This design comes from an exercise in tuning for small area, a short achievable clock period and few clock cycles on the open sky130 flow, not from production work. Only simulation tests tie the RTL to the original design; equivalence was not proved.

## antialiased_line_rasterizer_core
module antialiased_line_rasterizer_core #(
    parameter int COORD_BITS = 12,
    parameter int FRAC_BITS  = 12
) (
    input  logic clk,
    input  logic rst_n,
    input  logic s_axis_tvalid,
    output logic s_axis_tready,
    input  logic [((4*COORD_BITS+7)/8)*8-1:0] s_axis_tdata,
    input  logic s_axis_tuser,
    output logic m_axis_tvalid,
    input  logic m_axis_tready,
    output logic [((2*COORD_BITS+48+7)/8)*8-1:0] m_axis_tdata,
    output logic m_axis_tlast,
    input  logic cfg_we,
    input  logic [23:0] cfg_wdata
);
Size: about 4,400 cells after synthesis, about 460 flip-flops, roughly 150 I/O pins, about 40,000 sq um of cells after synthesis.
make LEC_CHECK=0 ABC_CLOCK_PERIOD_IN_PS=4500 CAP_MARGIN=20 CORE_MARGIN=2 CORE_UTILIZATION=60 SETUP_SLACK_MARGIN=5 SLEW_MARGIN=20 finish   # period 10.5 ns
run.sh (not shown) runs the stock make flow with config.mk's settings and CLKGATE_MAP_FILE= SYNTH_SCRIPT=/design/flow/synth_recipe.tcl, a recipe that flattens the netlist after the stock synthesis.
The first run completed without violations.
Testbench counts at the start, summed over its fixed seeds: cycles 18,817.
Edit:
--- a/flow/design.v
+++ b/flow/design.v
@@ -400,29 +400,27 @@
     logic        p_occ;
     logic [12:0] fe_rem;         
     logic [12:0] p_owed, a_owed;
     logic        s1_v, out_v;
     logic [3:0]  e_ph;           
     logic        e_done, e_last;
-    logic        p_dy0, p_deq;           
     assign e_last = (e_ph == 4'd14);        
-    assign e_done = (e_ph[3:1] == 3'b111) || p_dy0 || p_deq;
+    assign e_done = (e_ph[3:1] == 3'b111);   
     logic f1_start, p_busy, p_free;
     assign f1_start = f1_v && !f1_user;
     assign p_busy   = p_occ || f1_start;
     assign p_free   = !p_busy || (p_occ && e_done && (a_owed == '0));
     assign s_axis_tready = s_axis_tuser || p_free;
     logic in_acc;
     assign in_acc = s_axis_tvalid && s_axis_tready;
     logic [11:0] p_xs, p_ys, p_dx, p_dy;
-    logic        p_bx, p_by;
-    logic [12:0] in_dx, in_dy;
+    logic [11:0] f_dx, f_dy;
     logic        f_ok;
-    assign in_dx = {1'b0, s_axis_tdata[35:24]} - {1'b0, s_axis_tdata[11:0]};
-    assign in_dy = {1'b0, s_axis_tdata[47:36]} - {1'b0, s_axis_tdata[23:12]};
-    assign f_ok  = !p_bx && !p_by && (p_dy <= p_dx);
+    assign f_dx = p_dx - p_xs;
+    assign f_dy = p_dy - p_ys;
+    assign f_ok = (p_dx >= p_xs) && (p_dy >= p_ys) && (f_dy <= f_dx);
     logic p_load, step_inc, inc_p, inc_a;
     assign p_load   = f1_start && f_ok;
     assign step_inc = f1_v && f1_user && (fe_rem != '0);
     assign inc_p    = step_inc && p_occ;
     assign inc_a    = step_inc && !p_occ;
     logic en, issue, xfer;
@@ -447,13 +445,13 @@
         end
         else
         begin
             f1_v <= in_acc;
             f1_user <= s_axis_tuser;
             if (p_load)
-                fe_rem <= {1'b0, p_dx} + 13'd1;
+                fe_rem <= {1'b0, f_dx} + 13'd1;
             else if (step_inc)
                 fe_rem <= fe_rem - 13'd1;
             if (p_load)
                 p_occ <= 1'b1;
             else if (xfer)
                 p_occ <= 1'b0;
@@ -501,39 +499,36 @@
     assign sx_d  = {1'b0, sx_r} - {2'b00, e_rx, 2'b01};
     assign sy_d  = {1'b0, sy_r} - {2'b00, e_ry, 2'b01};
     assign sx_ok = !sx_d[15];
     assign sy_ok = !sy_d[15];
     always_ff @(posedge clk)
     begin
-        if (f1_start)
-        begin
-            p_dy0 <= (p_dy == '0);
-            p_deq <= (p_dy == p_dx);
-        end
         if (p_free)
         begin
             p_xs <= s_axis_tdata[11:0];
             p_ys <= s_axis_tdata[23:12];
-            p_dx <= in_dx[11:0];
-            p_dy <= in_dy[11:0];
-            p_bx <= in_dx[12];
-            p_by <= in_dy[12];
+            p_dx <= s_axis_tdata[35:24];
+            p_dy <= s_axis_tdata[47:36];
         end
-        if (p_free)
+        else if (p_load)
+        begin
+            p_dx <= f_dx;
+            p_dy <= f_dy;
+        end
+        if (p_load)
+        begin
             e_ph <= '0;
+            e_rx <= '0;
+            e_ry <= '0;
+            e_remx <= '0;
+            e_remy <= '0;
+        end
         else if (e_ph != 4'd15)
         begin
             e_ph <= e_ph + 4'd1;
             if (e_ph == 4'd0)
-            begin
-                e_rx <= '0;
-                e_ry <= '0;
-                e_remx <= '0;
-                e_remy <= '0;
-            end
-            if (e_ph == 4'd0)
                 e_R <= sq_out;
             else if (e_ph == 4'd1)
                 e_S <= sq_out;
             else if (e_ph <= 4'd13)
             begin
                 e_R <= dr2;
@@ -548,19 +543,19 @@
             end
         end
     end
     logic [11:0] f_rx, f_ry;
     assign f_rx = e_last ? {e_rx[10:0], sx_ok} : e_rx;
     assign f_ry = e_last ? {e_ry[10:0], sy_ok} : e_ry;
-    logic        p_dx0;
+    logic        p_dy0, p_dx0;
     logic [12:0] u_across;
     logic [11:0] u_along;
+    assign p_dy0 = (p_dy == '0);
     assign p_dx0 = (p_dx == '0);
-    assign u_across = p_dy0 ? (p_dx0 ? 13'd0 : 13'd4096) :
-                      p_deq ? 13'd2896 : {1'b0, f_rx};
-    assign u_along  = p_dy0 ? 12'd0 : p_deq ? 12'd2896 : f_ry;
+    assign u_across = p_dy0 ? (p_dx0 ? 13'd0 : 13'd4096) : {1'b0, f_rx};
+    assign u_along  = p_dy0 ? 12'd0 : f_ry;
     logic [11:0] a_x, a_y, a_rem, a_dy;
     logic signed [14:0] a_dec;
     logic signed [12:0] a_dmdx;
     logic signed [15:0] a_d;
     logic [12:0] a_across;
     logic [11:0] a_along;
What happened:
- The changed run finished with timing, DRC and antenna clean
- sequential share of layout area drops by 0.95 points
- critical path depth drops by 3
- core utilization drops by 0.90 points
- sequential cell count drops by 4
- worst hold slack gets better by 6.3 ps
- area after synthesis drops by 0.44%
- wire length climbs by about 5%
- design area drops by 1.5%
- clock-buffer cell count climbs by 1
- die area drops by about 0.43%
Testbench counts after the change, summed over its fixed seeds: cycles 19,147.

[separate check: timing with driven ports]
The results above use ideal ports. As a check the final layouts listed here were re-extracted and re-timed, cells and wires unchanged.
Step 1 assumes that a clkbuf_16 drives the clock port and a buf_2 every other input.
Step 2 moves the port delays by t, midway between the first and last clock arrival at a register: inputs arrive t later, outputs are due t later. That takes back most of the time a late clock gives input paths.
Slacks: no drivers / after step 1 / after step 2; pairs: no drivers / after step 1.
run | shift t [ns] | setup slack, ns | clock arrival spread, ns | worst register clock-pin slew, ns | worst slew at a driven data input, ns
the first run | 0.679 | 4.869 / 4.869 / 4.869 | 0.073 / 0.073 | 0.07 / 0.07 | 0.05
the second run | 0.693 | 5.086 / 5.075 / 5.075 | 0.061 / 0.060 | 0.07 / 0.07 | 0.06
After both steps setup and hold are still met in every run listed. For the second run, which loses most, drivers alone change the setup slack by -0.011 ns; drivers and shift together by -0.011 ns.
